This design comes from an exercise in tuning for small area on the open sky130 flow, not from production work. RTL that was checked went through simulation tests only; none was proved equivalent to the original. For run 3, only the layout was checked, not whether the RTL still works. Power and IR drop assume default switching activity. No driver is modelled on the clock port, so clocking that relies on it looks cheaper here than on a real chip.

==> design/flow/design.v <==
package sobel_pkg;
    localparam int IMG_W_DEF = 160;
    localparam int IMG_H_DEF = 120;
    typedef logic [7:0] pix_t;
endpackage
module sobel_fa (
    input  logic a, b, c,
    output logic s, co
);
    assign s  = a ^ b ^ c;
    assign co = (a & b) | (a & c) | (b & c);
endmodule
module sobel_ha (
    input  logic a, b,
    output logic s, co
);
    assign s  = a ^ b;
    assign co = a & b;
endmodule
module sobel_maj (
    input  logic a, b, c,
    output logic co
);
    assign co = (a & b) | (a & c) | (b & c);
endmodule
module sobel_gray (
    input  logic [7:0] r,
    input  logic [7:0] g,
    input  logic [7:0] b,
    output logic [7:0] y
);
    logic n1_c, n2_s, n3_c, n4_s, n5_c, n6_s, n7_c, n8_s, n9_c, n10_s, n11_c, n12_s, n13_c, n14_s, n15_c, n16_s, n17_c, n18_s, n19_c, n20_s, n21_c, n22_s, n23_c, n24_s, n25_c, n26_s, n27_c, n28_s, n29_c, n30_s, n31_c, n32_s, n33_c, n34_s, n35_c, n36_s, n37_c, n38_s, n39_c, n40_s, n41_c, n42_s, n43_c, n44_s, n45_c, n46_s, n47_c, n48_s, n49_c, n50_s, n51_c, n52_s, n53_c, n54_s, n55_c, n56_s, n57_c, n58_s, n59_c, n60_s, n61_c, n62_s, n63_c, n64_s, n65_c, n66_s, n67_c, n68_s, n69_c, n70_s, n71_c, n72_s, n73_c, n74_s, n75_c, n76_s, n77_c, n78_s, n79_c, n80_s, n81_c, n82_s, n83_c, n84_s, n85_c, n86_s, n87_c, n88_s, n89_c, n90_s, n91_c, n92_s, n93_c, n94_s, n95_c, n96_s, n97_c, n98_s, n99_c, n100_s, n101_c, n102_s, n103_c, n104_s, n105_c, n106_s, n107_c, n108_s, n109_c, n110_s, n111_c, n112_s, n113_c, n114_s, n115_c, n116_s, n117_c, n118_s, n119_c, n120_s, n121_c, n122_s, n123_c, n124_c, n125_c, n126_c, n127_c, n128_c, n129_c, n130_c, n131_s, n132_c, n133_s, n134_c, n135_s, n136_c, n137_s, n138_c, n139_s, n140_c, n141_s, n142_c, n143_s;
    assign n123_c = n4_s & g[0];
    sobel_ha u_n2 (.a(r[0]), .b(b[0]), .s(n2_s), .co(n1_c));
    sobel_fa u_n4 (.a(r[1]), .b(b[1]), .c(n1_c), .s(n4_s), .co(n3_c));
    sobel_fa u_n6 (.a(r[2]), .b(b[2]), .c(n3_c), .s(n6_s), .co(n5_c));
    sobel_fa u_n8 (.a(r[3]), .b(b[3]), .c(n5_c), .s(n8_s), .co(n7_c));
    sobel_fa u_n10 (.a(r[4]), .b(b[4]), .c(n7_c), .s(n10_s), .co(n9_c));
    sobel_fa u_n12 (.a(r[5]), .b(b[5]), .c(n9_c), .s(n12_s), .co(n11_c));
    sobel_fa u_n14 (.a(r[6]), .b(b[6]), .c(n11_c), .s(n14_s), .co(n13_c));
    sobel_fa u_n16 (.a(r[7]), .b(b[7]), .c(n13_c), .s(n16_s), .co(n15_c));
    sobel_ha u_n18 (.a(n10_s), .b(n6_s), .s(n18_s), .co(n17_c));
    sobel_fa u_n20 (.a(n12_s), .b(n8_s), .c(n6_s), .s(n20_s), .co(n19_c));
    sobel_fa u_n22 (.a(n14_s), .b(n10_s), .c(n8_s), .s(n22_s), .co(n21_c));
    sobel_ha u_n24 (.a(r[0]), .b(b[2]), .s(n24_s), .co(n23_c));
    sobel_fa u_n26 (.a(n16_s), .b(n12_s), .c(n10_s), .s(n26_s), .co(n25_c));
    sobel_fa u_n28 (.a(r[1]), .b(b[3]), .c(g[6]), .s(n28_s), .co(n27_c));
    sobel_ha u_n30 (.a(g[5]), .b(g[3]), .s(n30_s), .co(n29_c));
    sobel_fa u_n32 (.a(n15_c), .b(n14_s), .c(n12_s), .s(n32_s), .co(n31_c));
    sobel_fa u_n34 (.a(r[2]), .b(b[4]), .c(g[7]), .s(n34_s), .co(n33_c));
    sobel_fa u_n36 (.a(g[6]), .b(g[4]), .c(g[1]), .s(n36_s), .co(n35_c));
    sobel_fa u_n38 (.a(n16_s), .b(n14_s), .c(r[3]), .s(n38_s), .co(n37_c));
    sobel_fa u_n40 (.a(b[5]), .b(g[7]), .c(g[5]), .s(n40_s), .co(n39_c));
    sobel_fa u_n42 (.a(n15_c), .b(n16_s), .c(r[4]), .s(n42_s), .co(n41_c));
    sobel_ha u_n44 (.a(n8_s), .b(n4_s), .s(n44_s), .co(n43_c));
    sobel_fa u_n46 (.a(n18_s), .b(n4_s), .c(b[0]), .s(n46_s), .co(n45_c));
    sobel_ha u_n48 (.a(g[3]), .b(g[2]), .s(n48_s), .co(n47_c));
    sobel_fa u_n50 (.a(n17_c), .b(n20_s), .c(b[1]), .s(n50_s), .co(n49_c));
    sobel_fa u_n52 (.a(g[4]), .b(g[3]), .c(g[1]), .s(n52_s), .co(n51_c));
    sobel_fa u_n54 (.a(n19_c), .b(n22_s), .c(n24_s), .s(n54_s), .co(n53_c));
    sobel_fa u_n56 (.a(g[5]), .b(g[4]), .c(g[2]), .s(n56_s), .co(n55_c));
    sobel_fa u_n58 (.a(n21_c), .b(n23_c), .c(n26_s), .s(n58_s), .co(n57_c));
    sobel_fa u_n60 (.a(n28_s), .b(n30_s), .c(g[0]), .s(n60_s), .co(n59_c));
    sobel_fa u_n62 (.a(n25_c), .b(n27_c), .c(n29_c), .s(n62_s), .co(n61_c));
    sobel_fa u_n64 (.a(n32_s), .b(n34_s), .c(n36_s), .s(n64_s), .co(n63_c));
    sobel_fa u_n66 (.a(n31_c), .b(n33_c), .c(n35_c), .s(n66_s), .co(n65_c));
    sobel_fa u_n68 (.a(n38_s), .b(n40_s), .c(g[2]), .s(n68_s), .co(n67_c));
    sobel_fa u_n70 (.a(n37_c), .b(n39_c), .c(n42_s), .s(n70_s), .co(n69_c));
    sobel_fa u_n72 (.a(b[6]), .b(g[6]), .c(g[3]), .s(n72_s), .co(n71_c));
    sobel_fa u_n74 (.a(n41_c), .b(n15_c), .c(r[5]), .s(n74_s), .co(n73_c));
    sobel_fa u_n76 (.a(b[7]), .b(g[7]), .c(g[4]), .s(n76_s), .co(n75_c));
    sobel_ha u_n78 (.a(n6_s), .b(n2_s), .s(n78_s), .co(n77_c));
    sobel_fa u_n80 (.a(n44_s), .b(n2_s), .c(g[2]), .s(n80_s), .co(n79_c));
    sobel_fa u_n82 (.a(n43_c), .b(n46_s), .c(n48_s), .s(n82_s), .co(n81_c));
    sobel_fa u_n84 (.a(n45_c), .b(n47_c), .c(n50_s), .s(n84_s), .co(n83_c));
    sobel_fa u_n86 (.a(n49_c), .b(n51_c), .c(n54_s), .s(n86_s), .co(n85_c));
    sobel_fa u_n88 (.a(n53_c), .b(n55_c), .c(n58_s), .s(n88_s), .co(n87_c));
    sobel_fa u_n90 (.a(n57_c), .b(n59_c), .c(n62_s), .s(n90_s), .co(n89_c));
    sobel_fa u_n92 (.a(n61_c), .b(n63_c), .c(n66_s), .s(n92_s), .co(n91_c));
    sobel_fa u_n94 (.a(n65_c), .b(n67_c), .c(n70_s), .s(n94_s), .co(n93_c));
    sobel_fa u_n96 (.a(n69_c), .b(n71_c), .c(n74_s), .s(n96_s), .co(n95_c));
    sobel_fa u_n98 (.a(n73_c), .b(n75_c), .c(r[6]), .s(n98_s), .co(n97_c));
    sobel_ha u_n100 (.a(n78_s), .b(g[1]), .s(n100_s), .co(n99_c));
    sobel_fa u_n102 (.a(n77_c), .b(n80_s), .c(g[1]), .s(n102_s), .co(n101_c));
    sobel_fa u_n104 (.a(n79_c), .b(n82_s), .c(g[0]), .s(n104_s), .co(n103_c));
    sobel_fa u_n106 (.a(n81_c), .b(n84_s), .c(n52_s), .s(n106_s), .co(n105_c));
    sobel_fa u_n108 (.a(n83_c), .b(n86_s), .c(n56_s), .s(n108_s), .co(n107_c));
    sobel_fa u_n110 (.a(n85_c), .b(n88_s), .c(n60_s), .s(n110_s), .co(n109_c));
    sobel_fa u_n112 (.a(n87_c), .b(n90_s), .c(n64_s), .s(n112_s), .co(n111_c));
    sobel_fa u_n114 (.a(n89_c), .b(n92_s), .c(n68_s), .s(n114_s), .co(n113_c));
    sobel_fa u_n116 (.a(n91_c), .b(n94_s), .c(n72_s), .s(n116_s), .co(n115_c));
    sobel_fa u_n118 (.a(n93_c), .b(n96_s), .c(n76_s), .s(n118_s), .co(n117_c));
    sobel_fa u_n120 (.a(n95_c), .b(n98_s), .c(g[5]), .s(n120_s), .co(n119_c));
    sobel_fa u_n122 (.a(n97_c), .b(r[7]), .c(g[6]), .s(n122_s), .co(n121_c));
    sobel_maj u_n124 (.a(n100_s), .b(g[0]), .c(n123_c), .co(n124_c));
    sobel_maj u_n125 (.a(n99_c), .b(n102_s), .c(n124_c), .co(n125_c));
    sobel_maj u_n126 (.a(n101_c), .b(n104_s), .c(n125_c), .co(n126_c));
    sobel_maj u_n127 (.a(n103_c), .b(n106_s), .c(n126_c), .co(n127_c));
    sobel_maj u_n128 (.a(n105_c), .b(n108_s), .c(n127_c), .co(n128_c));
    sobel_maj u_n129 (.a(n107_c), .b(n110_s), .c(n128_c), .co(n129_c));
    sobel_fa u_n131 (.a(n109_c), .b(n112_s), .c(n129_c), .s(n131_s), .co(n130_c));
    sobel_fa u_n133 (.a(n111_c), .b(n114_s), .c(n130_c), .s(n133_s), .co(n132_c));
    sobel_fa u_n135 (.a(n113_c), .b(n116_s), .c(n132_c), .s(n135_s), .co(n134_c));
    sobel_fa u_n137 (.a(n115_c), .b(n118_s), .c(n134_c), .s(n137_s), .co(n136_c));
    sobel_fa u_n139 (.a(n117_c), .b(n120_s), .c(n136_c), .s(n139_s), .co(n138_c));
    sobel_fa u_n141 (.a(n119_c), .b(n122_s), .c(n138_c), .s(n141_s), .co(n140_c));
    sobel_fa u_n143 (.a(n121_c), .b(g[7]), .c(n140_c), .s(n143_s), .co(n142_c));
    assign y = {n142_c, n143_s, n141_s, n139_s, n137_s, n135_s, n133_s, n131_s};
endmodule
module sobel_line_buf
#(
    parameter int DEPTH = 2 * sobel_pkg::IMG_W_DEF + 3,
    parameter logic [DEPTH-1:0] PLAIN = '1
) (
    input  logic                 sh,
    input  logic                 sh_n,
    input  logic                 pol,
    input  sobel_pkg::pix_t      din,
    input  logic [DEPTH*8-1:0]   q,
    output logic [DEPTH*8-1:0]   nxt
);
    for (genvar k = 0; k < DEPTH; k++) begin : g_w
        sobel_pkg::pix_t prev, qk;
        assign qk = q[k*8 +: 8];
        if (k == 0) begin : g_in
            if (PLAIN[0]) begin : g_p
                assign prev = din;
            end else begin : g_t
                assign prev = din ^ {8{!pol}};
            end
        end else begin : g_mid
            if (PLAIN[k] == PLAIN[k-1]) begin : g_same
                assign prev = q[(k-1)*8 +: 8];
            end else begin : g_cross
                assign prev = q[(k-1)*8 +: 8] ^ {8{!pol}};
            end
        end
        if (PLAIN[k]) begin : g_plain
            assign nxt[k*8 +: 8] = ({8{sh}} | qk) & ({8{sh_n}} | prev);
        end else begin : g_tog
            assign nxt[k*8 +: 8] = ~(({8{sh}} | qk) & ({8{sh_n}} | prev));
        end
    end
endmodule
module sobel_window_gen
#(
    parameter int IMG_W = sobel_pkg::IMG_W_DEF,
    parameter int IMG_H = sobel_pkg::IMG_H_DEF
) (
    input  logic        sys_clk_i,
    input  logic        sys_rst_ni,
    input  logic        pix_valid_i,
    input  logic        sof_i,
    input  sobel_pkg::pix_t        data_red_i,
    input  sobel_pkg::pix_t        data_green_i,
    input  sobel_pkg::pix_t        data_blue_i,
    output logic [71:0] win_o,
    output logic        win_valid_o,
    output logic        frame_done_o
);
    localparam int CW    = (IMG_W > 1) ? $clog2(IMG_W) : 1;
    localparam int RW    = (IMG_H > 1) ? $clog2(IMG_H) : 1;
    localparam int DEPTH = 2 * IMG_W + 3;
    logic            run_q;
    logic [CW-1:0]   col_q, nxt_col;
    logic [RW-1:0]   row_q, nxt_row;
    logic            take, eol, last, win_gate;
    sobel_pkg::pix_t gray, gray_q;
    logic            shift_q, shift_nq, pol_q;
    logic [1:0]      vld_pipe, done_pipe;
    logic [DEPTH*8-1:0] sr, sr_nxt;
    always_comb begin
        take     = pix_valid_i && (sof_i || run_q);
        eol      = !sof_i && (col_q == CW'(IMG_W - 1));
        last     = eol && (row_q == RW'(IMG_H - 1));
        nxt_col  = sof_i ? CW'(1) : ((col_q == CW'(IMG_W - 1)) ? '0 : col_q + CW'(1));
        nxt_row  = eol ? (last ? '0 : row_q + RW'(1)) : (sof_i ? '0 : row_q);
        win_gate = take && !sof_i && (row_q >= RW'(2)) && (col_q >= CW'(2));
    end
    always_ff @(posedge sys_clk_i or negedge sys_rst_ni) begin
        if (!sys_rst_ni) begin
            run_q <= 1'b0;
            col_q <= '0;
            row_q <= '0;
        end else if (take) begin
            run_q <= !last;
            col_q <= nxt_col;
            row_q <= nxt_row;
        end
    end
    always_ff @(posedge sys_clk_i or negedge sys_rst_ni) begin
        if (!sys_rst_ni) begin
            vld_pipe  <= '0;
            done_pipe <= '0;
            shift_q   <= 1'b0;
            shift_nq  <= 1'b1;
            pol_q     <= 1'b0;
        end else begin
            vld_pipe  <= {vld_pipe[0], win_gate};
            done_pipe <= {done_pipe[0], take && last};
            shift_q   <= take;
            shift_nq  <= !take;
            pol_q     <= !pol_q;
        end
    end
    sobel_gray u_gray (
        .r (data_red_i),
        .g (data_green_i),
        .b (data_blue_i),
        .y (gray)
    );
    always_ff @(posedge sys_clk_i) begin
        gray_q <= gray;
    end
    localparam logic [DEPTH-1:0] PLAIN = (DEPTH'(7) << (2 * IMG_W)) | (DEPTH'(7) << IMG_W) | DEPTH'(7);
    sobel_line_buf #(
        .DEPTH (DEPTH),
        .PLAIN (PLAIN)
    ) u_sr (
        .sh        (shift_q),
        .sh_n      (shift_nq),
        .pol       (pol_q),
        .din       (gray_q),
        .q         (sr),
        .nxt       (sr_nxt)
    );
    always_ff @(posedge sys_clk_i) begin
        sr <= sr_nxt;
    end
    assign win_o = {sr[(2*IMG_W+2)*8 +: 8], sr[(2*IMG_W+1)*8 +: 8], sr[(2*IMG_W)*8 +: 8],
                    sr[(IMG_W+2)*8 +: 8],   sr[(IMG_W+1)*8 +: 8],   sr[IMG_W*8 +: 8],
                    sr[2*8 +: 8],           sr[1*8 +: 8],           sr[0 +: 8]};
    assign win_valid_o  = vld_pipe[1];
    assign frame_done_o = done_pipe[1];
endmodule
==> design/flow/flow/run.sh <==
#!/bin/bash
# Standard layout, with two changes passed to the ORFS scripts through their
# own environment hooks: port buffers use the smallest buffer, and clock tree
# synthesis uses larger sink clusters and no dummy loads.
set -euo pipefail
export BUFFER_PORTS_ARGS="-buffer_cell sky130_fd_sc_hd__buf_1"
export CTS_ARGS="-sink_clustering_enable -repair_clock_nets -sink_clustering_size 34 -sink_clustering_max_diameter 80 -buf_list {sky130_fd_sc_hd__clkbuf_16} -dont_use_dummy_load"
bash standard.sh > standard.log 2>&1
==> design/flow/standard.sh <==
#!/bin/bash
# synth_recipe.tcl (not shown) runs the flow's synth.tcl, then flattens the netlist and writes it again
# the make line also repeats each setting of config.mk as NAME=value (left out here)
make -C /OpenROAD-flow-scripts/flow DESIGN_CONFIG=/design/flow/config.mk WORK_HOME=/design/flow/orfs CLKGATE_MAP_FILE= SYNTH_SCRIPT=/design/flow/synth_recipe.tcl "${@:-finish}"
==> design/flow/config.mk <==
export PLATFORM = sky130hd
export DESIGN_NAME = sobel_window_gen
export DESIGN_NICKNAME = sobel_window_gen
export VERILOG_FILES = /design/flow/design.v
export SDC_FILE = /design/flow/constraint.sdc
export NUM_CORES = 4
export LEC_CHECK = 0
export CAP_MARGIN = 20
export CORE_MARGIN = 2
export CORE_UTILIZATION = 75
export SLEW_MARGIN = 20
export SYNTH_HIERARCHICAL = 1
==> design/flow/constraint.sdc <==
create_clock -name core_clock -period 10.0 [get_ports {sys_clk_i}]
set_input_delay 2.0000 -clock core_clock [delete_from_list [all_inputs] [get_ports {sys_clk_i}]]
set_output_delay 2.0000 -clock core_clock [all_outputs]
set_load 0.01 [all_outputs]
==> metrics.csv, run 1 <==
stage,metric,value,unit
power,net switching share of the total power,0.241,
placement,placed cell area,73500,sq um
sta,final worst-path cycle share,0.948,
setup_path,Top Family by Delay on Critical Path,adder cells,
clock_tree,Worst-Skew Late Latency,0.69,ns
yosys,post-synth top area share,0.687,
sta,Slew headroom,0.259,
clock_tree,Clock Pin Slew Worst Setup and Hold Paths,0.11,ns
clock_tree,CTS Buf Count,87,
clock_tree,Resized Gates After CTS,0,
outcome,status,finished clean,
setup_path,Setup crit start kind,input pin,
layout,area grow syn2layout,0.210,%
global_routing,first-pass GRT wire length,185,mm
layout,final net count,5720,
yosys,compound-gate portion of the synthesized area,0.219,
placement,dpl hpwl,59.9,mm
sta,final worst setup slack,0.524,ns
yosys,Synth area leader,dfxtp_1,
yosys,Syn Area/Cell,12.5,sq um
global_routing,initial antenna violation count,0,
die,number of I/O pins,102,
detailed_routing,DR vias/cell,6.23,
sta,clock skew,0.0814,ns
placement,pre-CTS setup slack,-0.211,ns
yosys,"EDFF count, synth",0,
clock_tree,CTS tree,yes,
yosys,#FFs+latches synth,2615,
layout,register area,52500,sq um
clock_tree,CTS H-tree lvls,3,
yosys,most frequent cell after synthesis,dfxtp_1,
layout,area of the multi-input gates,18600,sq um
die,Rows,116,
sta,RSZ-0062 raised after global routing,false,
yosys,Post-Synth XOR/XNOR Area,0.00406,
die,die width,321,um
global_routing,GRT Total Usage,0.203,
setup_path,slowest CP cell,fa_1,
clock_tree,CTS Buffer Depth,3,
power,Peak VDD IR,0.201,mV
detailed_routing,DRT Pass-1 Iters,5,
setup_path,CP Class,in -> reg,
layout,Final Non-Filler Cells,6916,
yosys,"Async S/R FF share, synth",0.00880,
detailed_routing,vias,43100,
detailed_routing,WL per Instance,15.6,um
placement,Final GP Congestion,0.768,
yosys,mapped cell area,75600,sq um
yosys,register area share after synthesis,0.694,
sta,"Setup violations, final",0,
setup_path,CP Max Fanout,2,
power,Cell Int Power,14.9,mW
sta,WHS,0.363,ns
placement,IO Port Bufs,101,
yosys,Ys Warns,7,
setup_path,Critical Path Sink Type,flip-flop,
flow_run,max-cap violations,0,
layout,# diodes,0,
die,Initial Util,0.756,
setup_path,Crit path required time,10.54,ns
sta,minimum clock period,9.48,ns
setup_path,most frequent CP cell,fa_1,
layout,fin area,75700,sq um
die,Die Y,321,um
yosys,Gate Count Post-Synth,6056,
power,Leak,27.8,nW
clock_tree,clk sinks,2615,
yosys,Mapped Nets,6156,
power,NetSw,4.74,mW
yosys,ys flop type,dfxtp_1,
placement,Placed Cells,6829,
global_routing,grt ovf,0,
yosys,Synth Area in Adders,0.0188,
sta,Worst Max-Slew Pin Slew,1.11,ns
yosys,Commonest cells post-synth,"2,592 x dfxtp_1, 2,512 x o22ai_1, 368 x buf_2",
die,DIE AREA,103000,sq um
layout,Fill cells,6703,
yosys,largest family of logic cells by synthesized area,compound AO/OA/AOI/OAI gates,
layout,post-layout util,0.757,
detailed_routing,final WL,108,mm
clock_tree,Root Buffer,clkbuf_16,
sta,Max Clk Rate,0.106,GHz
yosys,Yosys cell types,44,
sta,Pins Over Slew Limit,0,
clock_tree,Post-CTS Setup Inserts,0,
global_routing,vias in the first global route,40600,
worst_hold_path,HP Class,reg -> reg,
yosys,Post-Synth Simple-Gate Area,0.00351,
layout,share of layout cells above drive strength 1,0.0253,
clock_tree,Hold Buf Count CTS,0,
setup_path,critical path arrival,10.02,ns
setup_path,CP max stage delay,0.57,ns
sta,Final Hold Viols,0,
power,PwrDens,260,nW/um^2
power,Comb pwr share,0.105,
detailed_routing,Routed Antenna Nets,0,
yosys,multiplexer share of the synthesized area,0.000530,
die,total core area,100000,sq um
power,Flop pwr share,0.674,
yosys,Synth area leaders,"dfxtp_1 69%, o22ai_1 21%, buf_6 2.5%, buf_2 2.4%, fa_1 1.6%",
power,Clock power frac,0.221,
global_routing,largest net degree at the start of global routing,272,
detailed_routing,DRC Markers,0,
setup_path,crit path buf inv count,1,
setup_path,cells along the critical path,buf_1 -> ha_1 -> fa_1 -> fa_1 -> fa_2 -> fa_2 -> fa_2 -> fa_2 -> fa_2 -> fa_1 -> fa_1 -> fa_1 -> fa_1 -> maj3_2 -> fa_1 -> fa_1 -> fa_1 -> fa_1 -> fa_1 -> fa_1 -> fa_1,
detailed_routing,Iteration-0 DRC Markers,2691,
[per-module statistics from Yosys, one instance, submodules excluded, a selection]
module | cell area [sq um] | cells
sobel_window_gen | 53600 | 2779
sobel_ha | 12.5 | 1
sobel_fa | 20.0 | 1
sobel_gray | 66.3 | 9
sobel_maj | 11.3 | 1
[worst paths after layout]
check,from,endpoint,slack [ns],cells after the start
min in group asynchronous,sys_rst_ni,vld_pipe[1]$_DFF_PN0_,1.26,2
hold reg to reg,sr[1346]$_DFF_P_,sr[1354]$_DFF_P_,0.36,1
setup reg to reg,shift_nq$_DFF_PN1_,sr[1599]$_DFF_P_,6.59,3
max in group asynchronous,sys_rst_ni,shift_nq$_DFF_PN1_,8.45,2
hold / removal,sr[1346]$_DFF_P_,sr[1354]$_DFF_P_,0.36,1
setup / recovery,data_red_i[0],gray_q[6]$_DFF_P_,0.52,21
[flip-flops by register name, summed over array words and instances (netlist names)]
register   flops
run_q          1
col_q          8
shift_q        1
gray_q         8
shift_nq       1
pol_q          1
sr          2584
done_pipe      2
vld_pipe       2
row_q          7
[cell families (layout without fill, tap and decap cells)]
family / count (synthesis) / in the layout
AND/OR/NAND/NOR: 47 / 47
adder cells (fa/ha/maj): 78 / 78
buffers and inverters: 668 / 230
AO/OA/AOI/OAI: 2609 / 2609
XOR/XNOR: 35 / 35
multiplexers: 4 / 4
flip-flops: 2615 / 2615
[layout by cell type, fill, tap and decap left out, types with 2 or more instances in the layout]
cell	netlist	final
o31ai_1	3	3
dfxtp_1	2592	2592
maj3_2	6	6
dfrtp_1	22	20
buf_1	1	101
fa_1	60	55
ha_1	12	12
nor4_1	4	4
fa_2	0	5
nand2_1	12	12
buf_4	91	19
a21oi_1	4	4
buf_12	0	17
o22a_1	72	72
nand3_1	8	8
and4_1	2	2
a211oi_1	2	2
o22ai_1	2512	2512
nor3_1	3	3
clkbuf_16	0	87
mux2i_1	4	4
o21ai_0	8	8
a31oi_1	2	2
xnor2_1	35	35
inv_1	5	5
nor2_1	8	8
[power by group through the flow]
| stage | logic (mW) | registers (mW) | clock network, mW |
|---|---|---|---|
| final | 2.07 | 13.3 | 4.34 |
| after detailed placement | 2.09 | 13.5 | 0 |
| after floorplan | 2.11 | 13.2 | 0 |
| after global placement | 1.98 | 13.4 | 0 |
| after CTS | 2.10 | 13.3 | 4.48 |
| after global routing | 2.36 | 13.5 | 4.82 |
[per-layer routing]
layer | up-vias | share of wire | GRT usage
met3 | 112 | 0.018 | 0.0252
met5 | - | 0 | 0
met4 | 0 | 0.017 | 0.0425
met1 | 20400 | 0.51 | 0.281
li1 | 22400 | - | -
met2 | 235 | 0.45 | 0.345
[metrics by stage]
step	power, mW	TNS (ns)
floorplan	15.3	0
global placement	15.4	-0.257
detailed placement	15.6	-0.361
CTS	19.8	0
global route	20.7	0
finish	19.7	0
[area by class of cell]
type                            count  area share
Sequential cell                  2615       0.693
Multi-Input combinational cell   2773       0.245
Tap cell                         1298      0.0214
Inverter                            6    0.000297
Clock buffer                       87      0.0288
Timing Repair Buffer              137      0.0114
==> run 2: changes to the inputs <==
==> design/flow/run.sh (new file) <==
#!/bin/bash
# synth_recipe.tcl (not shown) runs the flow's synth.tcl, then flattens the netlist and writes it again
# the make line also repeats each setting of config.mk as NAME=value (left out here)
make -C /OpenROAD-flow-scripts/flow DESIGN_CONFIG=/design/flow/config.mk WORK_HOME=/design/flow/orfs CLKGATE_MAP_FILE= SYNTH_SCRIPT=/design/flow/synth_recipe.tcl finish
--- a/design/flow/config.mk
+++ b/design/flow/config.mk
@@ -10,2 +10,5 @@
 export CORE_UTILIZATION = 75
+export CTS_BUF_LIST = sky130_fd_sc_hd__clkbuf_16
+export CTS_CLUSTER_DIAMETER = 80
+export CTS_CLUSTER_SIZE = 30
 export SLEW_MARGIN = 20
removed: design/flow/flow/run.sh
removed: design/flow/standard.sh
==> metrics.csv, run 2 <==
stage,metric,value,unit
clock_tree,CTS H-tree lvls,3,
placement,Final GP Congestion,0.749,
detailed_routing,final WL,109,mm
power,Flop pwr share,0.661,
clock_tree,clk sinks,2615,
sta,Final Hold Viols,0,
sta,Sum Neg Setup Slack,0,ns
die,total core area,100000,sq um
sta,Max Clk Rate,0.102,GHz
global_routing,GRT Total Usage,0.207,
detailed_routing,WL per Instance,15.7,um
layout,Top reg by flops,sr,
clock_tree,Resized Gates After CTS,0,
layout,"most common cell after layout, fill and taps aside",dfxtp_1,
clock_tree,Post-CTS Setup Inserts,0,
layout,# diodes,0,
yosys,Commonest cells post-synth,"2,592 x dfxtp_1, 2,512 x o22ai_1, 368 x buf_2",
yosys,Ys Warns,7,
placement,placed cell area,74200,sq um
yosys,#FFs+latches synth,2615,
clock_tree,Worst-Skew Late Latency,0.70,ns
die,Die Y,321,um
detailed_routing,vias,43400,
layout,area grow syn2layout,1.64,%
sta,Worst Max-Slew Pin Slew,1.10,ns
setup_path,Crit path required time,10.57,ns
setup_path,Critical Path Sink Type,flip-flop,
layout,share of layout cells above drive strength 1,0.0297,
clock_tree,Clock Pin Slew Worst Setup and Hold Paths,0.11,ns
yosys,Mapped Nets,6156,
global_routing,grt ovf,0,
yosys,Gate Count Post-Synth,6056,
placement,IO Port Bufs,101,
power,NetSw,4.80,mW
layout,final net count,5739,
worst_hold_path,HP Class,reg -> reg,
yosys,Synth area leaders,"dfxtp_1 69%, o22ai_1 21%, buf_6 2.5%, buf_2 2.4%, fa_1 1.6%",
layout,most frequent cells in the layout,"2,592 x dfxtp_1, 2,512 x o22ai_1, 100 x clkbuf_16, 100 x clkdlybuf4s50_1, 72 x o22a_1",
global_routing,vias in the first global route,41500,
sta,Slew headroom,0.267,
die,Initial Util,0.756,
power,Leak,28.4,nW
global_routing,largest net degree at the start of global routing,265,
yosys,post-synth top area share,0.687,
setup_path,Setup crit start kind,input pin,
detailed_routing,DRC Markers,0,
die,number of I/O pins,102,
detailed_routing,DRT Pass-1 Iters,5,
setup_path,CP Class,in -> reg,
layout,fin area,76800,sq um
sta,minimum clock period,9.78,ns
die,DIE AREA,103000,sq um
yosys,ys flop type,dfxtp_1,
power,Comb pwr share,0.108,
power,Cell Int Power,15.3,mW
power,net switching share of the total power,0.240,
yosys,"EDFF count, synth",0,
clock_tree,Hold Buf Count CTS,0,
global_routing,first-pass GRT wire length,188,mm
power,Tot Pwr,20.1,mW
die,Rows,116,
detailed_routing,Iteration-0 DRC Markers,2507,
detailed_routing,Routed Antenna Nets,0,
die,die width,321,um
sta,Pins Over Slew Limit,0,
yosys,Syn Area/Cell,12.5,sq um
clock_tree,Root Buffer,clkbuf_16,
setup_path,CP Max Fanout,2,
yosys,register area share after synthesis,0.694,
power,PwrDens,261,nW/um^2
yosys,Synth area leader,dfxtp_1,
clock_tree,CTS tree,yes,
outcome,status,finished clean,
clock_tree,CTS Buf Count,97,
sta,"Setup violations, final",0,
placement,dpl hpwl,61.2,mm
layout,post-layout util,0.768,
layout,Largest regs,"sr: 2584 flops, col_q: 8 flops, gray_q: 8 flops",
yosys,Yosys cell types,44,
clock_tree,CTS Buffer Depth,3,
sta,RSZ-0062 raised after global routing,false,
power,Clock power frac,0.231,
setup_path,critical path arrival,10.35,ns
flow_run,max-cap violations,0,
yosys,mapped cell area,75600,sq um
yosys,most frequent cell after synthesis,dfxtp_1,
sta,clock skew,0.0410,ns
yosys,"Async S/R FF share, synth",0.00880,
layout,Largest register FFs,2584,
global_routing,initial antenna violation count,0,
sta,final worst-path cycle share,0.978,
detailed_routing,DR vias/cell,6.25,
power,Peak VDD IR,0.185,mV
## run 2: cell type report
cell class,instances,area (sq um)
fillers,6495,23200
repair buffers,146,1540
flip-flops and latches,2615,52500
clock buffers,100,2500
inverters,6,22.5
multi-input cells,2773,18600
well taps,1298,1620
clock inverters,9,77.6
## run 2: cell families after synthesis
logic type,after synthesis,synth area share
AOI/OAI and AO/OA,2609,0.219
xor gates and xnor gates,35,0.00406
adders and majority gates,78,0.0188
buffers and inverters,668,0.0602
DFF,2615,0.694
muxes,4,0.000530
and+or+nand+nor,47,0.00351
## run 2: path summary, 6_finish.rpt
check	startpoint	end	slack, ns	cells past startpoint
max reg2reg	shift_q$_DFF_PN0_	sr[2453]$_DFF_P_	6.69	3
max in group asynchronous	sys_rst_ni	shift_q$_DFF_PN0_	8.34	1
min in group asynchronous	sys_rst_ni	col_q[0]$_DFFE_PN0N_	1.26	1
min reg2reg	done_pipe[0]$_DFF_PN0_	done_pipe[1]$_DFF_PN0_	0.36	0
min	done_pipe[0]$_DFF_PN0_	done_pipe[1]$_DFF_PN0_	0.36	0
max	data_red_i[0]	gray_q[6]$_DFF_P_	0.22	21
## run 2: modules after synthesis (local to each module, per instance), a selection
module	cell area (sq um)	flip-flops and latches	copies in the design
sobel_fa	20.0	0	60
sobel_ha	12.5	0	8
sobel_window_gen	53600	2615	1
sobel_gray	66.3	0	1
sobel_maj	11.3	0	6
## run 2: worst max-delay path, cell delays in order
cell	delay, ns
clkdlybuf4s50_1	0.44
ha_1	0.22
fa_1	0.38
fa_1	0.39
fa_2	0.35
fa_2	0.34
fa_2	0.34
fa_2	0.35
fa_2	0.49
fa_1	0.57
fa_1	0.44
fa_1	0.52
fa_1	0.42
maj3_2	0.33
fa_1	0.39
fa_1	0.39
fa_1	0.40
fa_1	0.39
fa_1	0.39
fa_1	0.39
fa_1	0.44
## run 2: power groups by stage
stage | clock network [mW] | registers (mW) | logic (mW)
5_1_grt | 5.13 | 13.5 | 2.45
3_5_place_dp | 0 | 13.5 | 2.18
6_report | 4.63 | 13.3 | 2.16
4_1_cts | 4.78 | 13.3 | 2.19
3_3_place_gp | 0 | 13.4 | 2.08
2_1_floorplan | 0 | 13.2 | 2.11
## run 2: routing by layer
metal  track usage  vias up  part of all wire
met2         0.352      280              0.46
li1              -    22400                 -
met1         0.286    20600              0.51
met4        0.0415        0             0.016
met5             0        -                 0
met3        0.0266      127             0.021
## run 2: metrics by stage
step                      std cells  setup WS (ns)  hold WS, ns
after detailed placement       6837         -0.545        0.336
after global placement         6837         -0.545        0.333
after floorplan                6056         0.0116        0.331
final                          6947          0.221        0.359
after CTS                      6946          0.205        0.362
after global routing           6947         0.0450        0.380
==> run 3: changes to the inputs <==
==> design/flow/design.v (replaced) <==
package sobel_pkg;
    localparam int IMG_W_DEF = 160;
    localparam int IMG_H_DEF = 120;
    typedef logic [7:0] pix_t;
    typedef enum logic [1:0] {
        IDLE,
        FILL,
        STREAM,
        DONE
    } state_t;
    function automatic pix_t rgb2gray(input pix_t r, input pix_t g, input pix_t b);
        logic [15:0] acc;
        acc = 16'd77 * 16'(r) + 16'd150 * 16'(g) + 16'd29 * 16'(b);
        rgb2gray = acc[15:8];
    endfunction
endpackage
module sobel_line_buf
#(
    parameter int DEPTH = 2 * sobel_pkg::IMG_W_DEF + 3
) (
    input  logic                 sys_clk_i,
    input  logic                 sh,
    input  sobel_pkg::pix_t      din,
    output logic [DEPTH*8-1:0]   q
);
    logic [DEPTH*8-1:0] nxt;
    logic [DEPTH*8-1:0] shm;
    assign shm = {(DEPTH*8){sh}};
    assign nxt = (shm & {q[DEPTH*8-9:0], din}) | (~shm & q);
    always_ff @(posedge sys_clk_i) begin
        q <= nxt;
    end
endmodule
module sobel_window_gen
#(
    parameter int IMG_W = sobel_pkg::IMG_W_DEF,
    parameter int IMG_H = sobel_pkg::IMG_H_DEF
) (
    input  logic        sys_clk_i,
    input  logic        sys_rst_ni,
    input  logic        pix_valid_i,
    input  logic        sof_i,
    input  sobel_pkg::pix_t        data_red_i,
    input  sobel_pkg::pix_t        data_green_i,
    input  sobel_pkg::pix_t        data_blue_i,
    output logic [71:0] win_o,
    output logic        win_valid_o,
    output logic        frame_done_o
);
    localparam int CW    = (IMG_W > 1) ? $clog2(IMG_W) : 1;
    localparam int RW    = (IMG_H > 1) ? $clog2(IMG_H) : 1;
    localparam int DEPTH = 2 * IMG_W + 3;
    sobel_pkg::state_t          state_q;
    logic [CW-1:0]   col_q, cur_col, nxt_col;
    logic [RW-1:0]   row_q, cur_row, nxt_row;
    logic            take, eol, last, win_gate;
    sobel_pkg::pix_t gray_q;
    logic            shift_q;
    logic [1:0]      vld_pipe, done_pipe;
    logic [DEPTH*8-1:0] sr;
    always_comb begin
        take     = pix_valid_i && (sof_i || state_q == sobel_pkg::FILL || state_q == sobel_pkg::STREAM);
        cur_col  = sof_i ? '0 : col_q;
        cur_row  = sof_i ? '0 : row_q;
        eol      = (cur_col == CW'(IMG_W - 1));
        last     = eol && (cur_row == RW'(IMG_H - 1));
        nxt_col  = eol ? '0 : cur_col + CW'(1);
        nxt_row  = eol ? (last ? '0 : cur_row + RW'(1)) : cur_row;
        win_gate = take && (cur_row >= RW'(2)) && (cur_col >= CW'(2));
    end
    always_ff @(posedge sys_clk_i or negedge sys_rst_ni) begin
        if (!sys_rst_ni) begin
            state_q <= sobel_pkg::IDLE;
            col_q   <= '0;
            row_q   <= '0;
        end else begin
            if (take) begin
                col_q <= nxt_col;
                row_q <= nxt_row;
            end
            case (state_q)
                sobel_pkg::IDLE:    if (take) state_q <= sobel_pkg::FILL;
                sobel_pkg::FILL:    if (take && !sof_i && eol && cur_row == RW'(1)) state_q <= sobel_pkg::STREAM;
                sobel_pkg::STREAM:  if (take) begin
                             if (sof_i)     state_q <= sobel_pkg::FILL;
                             else if (last) state_q <= sobel_pkg::DONE;
                         end
                sobel_pkg::DONE:    state_q <= take ? sobel_pkg::FILL : sobel_pkg::IDLE;
                default: state_q <= sobel_pkg::IDLE;
            endcase
        end
    end
    always_ff @(posedge sys_clk_i or negedge sys_rst_ni) begin
        if (!sys_rst_ni) begin
            vld_pipe  <= '0;
            done_pipe <= '0;
            shift_q   <= 1'b0;
        end else begin
            vld_pipe  <= {vld_pipe[0], win_gate};
            done_pipe <= {done_pipe[0], take && last};
            shift_q   <= take;
        end
    end
    always_ff @(posedge sys_clk_i) begin
        gray_q <= sobel_pkg::rgb2gray(data_red_i, data_green_i, data_blue_i);
    end
    sobel_line_buf #(
        .DEPTH (DEPTH)
    ) u_sr (
        .sys_clk_i (sys_clk_i),
        .sh        (shift_q),
        .din       (gray_q),
        .q         (sr)
    );
    assign win_o = {sr[(2*IMG_W+2)*8 +: 8], sr[(2*IMG_W+1)*8 +: 8], sr[(2*IMG_W)*8 +: 8],
                    sr[(IMG_W+2)*8 +: 8],   sr[(IMG_W+1)*8 +: 8],   sr[IMG_W*8 +: 8],
                    sr[2*8 +: 8],           sr[1*8 +: 8],           sr[0 +: 8]};
    assign win_valid_o  = vld_pipe[1];
    assign frame_done_o = done_pipe[1];
endmodule
--- a/design/flow/config.mk
+++ b/design/flow/config.mk
@@ -9,7 +9,3 @@
 export CORE_MARGIN = 2
-export CORE_UTILIZATION = 75
-export CTS_BUF_LIST = sky130_fd_sc_hd__clkbuf_16
-export CTS_CLUSTER_DIAMETER = 80
-export CTS_CLUSTER_SIZE = 30
+export CORE_UTILIZATION = 65
 export SLEW_MARGIN = 20
-export SYNTH_HIERARCHICAL = 1
==> metrics.csv, run 3 <==
stage,metric,value,unit
global_routing,grt ovf,0,
power,Leak,31.9,nW
sta,WHS,0.357,ns
sta,final worst setup slack,2.35,ns
outcome,status,finished clean,
clock_tree,Post-CTS Setup Inserts,0,
yosys,mapped cell area,82800,sq um
detailed_routing,final WL,95.9,mm
clock_tree,Hold Buf Count CTS,0,
yosys,Syn Area/Cell,26.3,sq um
die,Die Y,361,um
setup_path,Critical Path Sink Type,flip-flop,
global_routing,GRT Total Usage,0.147,
placement,placed cell area,85600,sq um
worst_hold_path,Hold Path Depth,0,
placement,IO Port Bufs,101,
yosys,Yosys cell types,52,
clock_tree,CTS Buffer Depth,3,
yosys,#FFs+latches synth,2614,
power,Tot Pwr,23.1,mW
yosys,Commonest cells post-synth,"2,584 x edfxtp_1, 102 x inv_1, 94 x ha_1",
worst_hold_path,min-delay src,done_pipe[0]$_DFF_PN0_,
sta,"Setup violations, final",0,
sta,Slew headroom,0.336,
clock_tree,clk sinks,2614,
layout,area grow syn2layout,12.2,%
sta,minimum clock period,7.65,ns
yosys,register area share after synthesis,0.946,
power,Peak VDD IR,0.217,mV
detailed_routing,WL per Instance,18.2,um
placement,Placed Cells,4836,
yosys,"Async S/R FF share, synth",0.00842,
setup_path,Crit path required time,10.73,ns
global_routing,initial antenna violation count,1,
sta,clock skew,0.0193,ns
detailed_routing,DRT Pass-1 Iters,5,
die,total core area,126000,sq um
placement,dpl hpwl,41.6,mm
setup_path,r2r startpoint,shift_q$_DFF_PN0_,
detailed_routing,DR vias/cell,5.31,
global_routing,first-pass GRT wire length,152,mm
placement,Final GP Congestion,0.740,
die,Initial Util,0.657,
sta,Worst Max-Slew Pin Slew,0.995,ns
sta,Max Clk Rate,0.131,GHz
clock_tree,Resized Gates After CTS,0,
clock_tree,Clock Pin Slew Worst Setup and Hold Paths,0.06,ns
sta,Final Hold Viols,0,
die,DIE AREA,130000,sq um
placement,pre-CTS setup slack,1.45,ns
yosys,Synth area leader,edfxtp_1,
flow_run,max-cap violations,0,
die,Rows,130,
setup_path,FF-to-FF path depth,3,
detailed_routing,vias,28000,
clock_tree,Worst-Skew Late Latency,0.81,ns
yosys,Ys Warns,2,
power,PwrDens,249,nW/um^2
sta,Pins Over Slew Limit,0,
worst_hold_path,HP Class,reg -> reg,
die,die width,361,um
sta,Sum Neg Setup Slack,0,ns
layout,final net count,3600,
detailed_routing,Routed Antenna Nets,0,
global_routing,largest net degree at the start of global routing,215,
clock_tree,CTS H-tree lvls,4,
yosys,Mapped Nets,3321,
yosys,post-synth top area share,0.937,
layout,Final Non-Filler Cells,5272,
die,number of I/O pins,102,
sta,final worst-path cycle share,0.765,
sta,RSZ-0062 raised after global routing,false,
yosys,ys flop type,edfxtp_1,
layout,post-layout util,0.737,
worst_hold_path,Worst Hold End,done_pipe[1]$_DFF_PN0_,
layout,"most common cell after layout, fill and taps aside",edfxtp_1,
setup_path,reg-to-reg setup timing slack,6.36,ns
detailed_routing,DRC Markers,0,
yosys,"EDFF count, synth",2584,
setup_path,Setup crit start kind,input pin,
yosys,Gate Count Post-Synth,3144,
yosys,most frequent cell after synthesis,edfxtp_1,
setup_path,CP Class,in -> reg,
setup_path,CP Max Fanout,5,
layout,share of layout cells above drive strength 1,0.0975,
layout,fin area,92900,sq um
clock_tree,Root Buffer,clkbuf_16,
global_routing,vias in the first global route,27500,
clock_tree,CTS tree,yes,
layout,# diodes,0,
yosys,Synth area leaders,"edfxtp_1 94%, ha_1 1.4%, fa_1 1.3%, dfrtp_1 0.67%, buf_4 0.66%",
setup_path,critical path arrival,8.38,ns
layout,most frequent cells in the layout,"2,584 x edfxtp_1, 236 x clkbuf_16, 102 x inv_1, 101 x clkdlybuf4s50_1, 94 x ha_1",
clock_tree,CTS Buf Count,233,
detailed_routing,Iteration-0 DRC Markers,2578,
## run 3: cell count changes after synthesis, moves of 15 or more
| cell | delta |
|---|---|
| buf_2 | -367 |
| ha_1 | +82 |
| buf_6 | -163 |
| o22a_1 | -72 |
| buf_4 | -18 |
| xnor2_1 | -25 |
| inv_1 | +97 |
| o22ai_1 | -2511 |
| edfxtp_1 | +2584 |
| clkbuf_1 | -33 |
| a21oi_1 | +15 |
| dfxtp_1 | -2584 |
## run 3: logic make-up after synthesis
logic type	synth area share
adder cells (fa/ha/maj)	0.0275
AND/OR/NAND/NOR	0.00574
flip-flops	0.946
AO/OA/AOI/OAI	0.00691
XOR/XNOR	0.00190
buffers and inverters	0.0118
multiplexers	0.000242
## run 3: worst max-delay path by stage
stage,startpoint,endpoint,slack [ns],cells past startpoint
after global routing,data_green_i[5],gray_q[5]$_DFF_P_,1.89,24
after global placement,data_green_i[5],gray_q[5]$_DFF_P_,1.49,24
final,data_green_i[5],gray_q[5]$_DFF_P_,2.35,24
after floorplan,shift_q$_DFF_PN0_,flip-flop,-8.13,0
after CTS,data_green_i[5],gray_q[5]$_DFF_P_,2.33,24
after detailed placement,data_green_i[5],gray_q[5]$_DFF_P_,1.45,24
## run 3: area by class of cell
class,count,area (sq um)
Inverter,102,383
Tap cell,1650,2060
Multi-Input combinational cell,348,3520
Fill cell,6859,33100
Timing Repair Buffer,124,1350
Clock buffer,282,6080
Sequential cell,2614,78300
Clock inverter,152,1210
## run 3: layer usage
metal  wire length [um]  vias to the layer above  track usage
li1                   -                    12900            -
met1              50400                    14500        0.249
met4               1800                        0       0.0464
met5                  0                        -            0
met3               3900                      159       0.0351
met2              39800                      448        0.191
## run 3: critical path: stages
cell and delay, ns:
clkdlybuf4s50_1 0.60, ha_1 0.29, ha_1 0.29, ha_1 0.28, inv_1 0.04, fa_1 0.48
inv_1 0.04, ha_1 0.32, nand2_1 0.08, o211ai_1 0.24, xor2_1 0.25, fa_1 0.47
fa_1 0.51, inv_1 0.05, fa_1 0.45, fa_1 0.51, inv_1 0.04, ha_1 0.35
a21oi_1 0.16, o21ai_0 0.11, a211oi_1 0.33, o21bai_1 0.16, a21oi_1 0.19, xnor2_1 0.13
## run 3: power by group
group | internal (mW) | leakage (nW) | switching (mW)
Clock | 4.71 | 3.58 | 3.65
Sequential | 12.8 | 25.6 | 0.213
Combinational | 0.715 | 2.70 | 1.02

[afterwards: timing with drivers on the ports]
No port has a modelled driver above. Below, the same layouts with a new extraction and two added sets of constraints.
Step 1 (the two cells are an assumption about what drives the block):
set clk [get_ports {sys_clk_i}]
set_driving_cell -lib_cell sky130_fd_sc_hd__clkbuf_16 $clk
set_driving_cell -lib_cell sky130_fd_sc_hd__buf_2 [delete_from_list [all_inputs] $clk]
Step 2 moves the port delays by t, midway between the first and last clock arrival at a register: inputs arrive t later, outputs are due t later. That takes back most of the time a late clock gives input paths.
Slacks: ideal ports / drivers / drivers and shift; pairs: ideal ports / drivers.
run	shift t [ns]	setup slack, ns	hold WS [ns]
run 1	0.722	0.524 / 0.572 / -0.150	0.363 / 0.363 / 0.363
run 2	0.751	0.221 / 0.267 / -0.484	0.359 / 0.359 / 0.359
run 3	0.867	2.345 / 2.389 / 1.523	0.357 / 0.357 / 0.357
With both steps, setup timing fails in run 1 and run 2, where it was met with ideal ports. The setup slack of run 3, which loses most, moves by +0.044 ns with the drivers and by -0.822 ns with both steps.
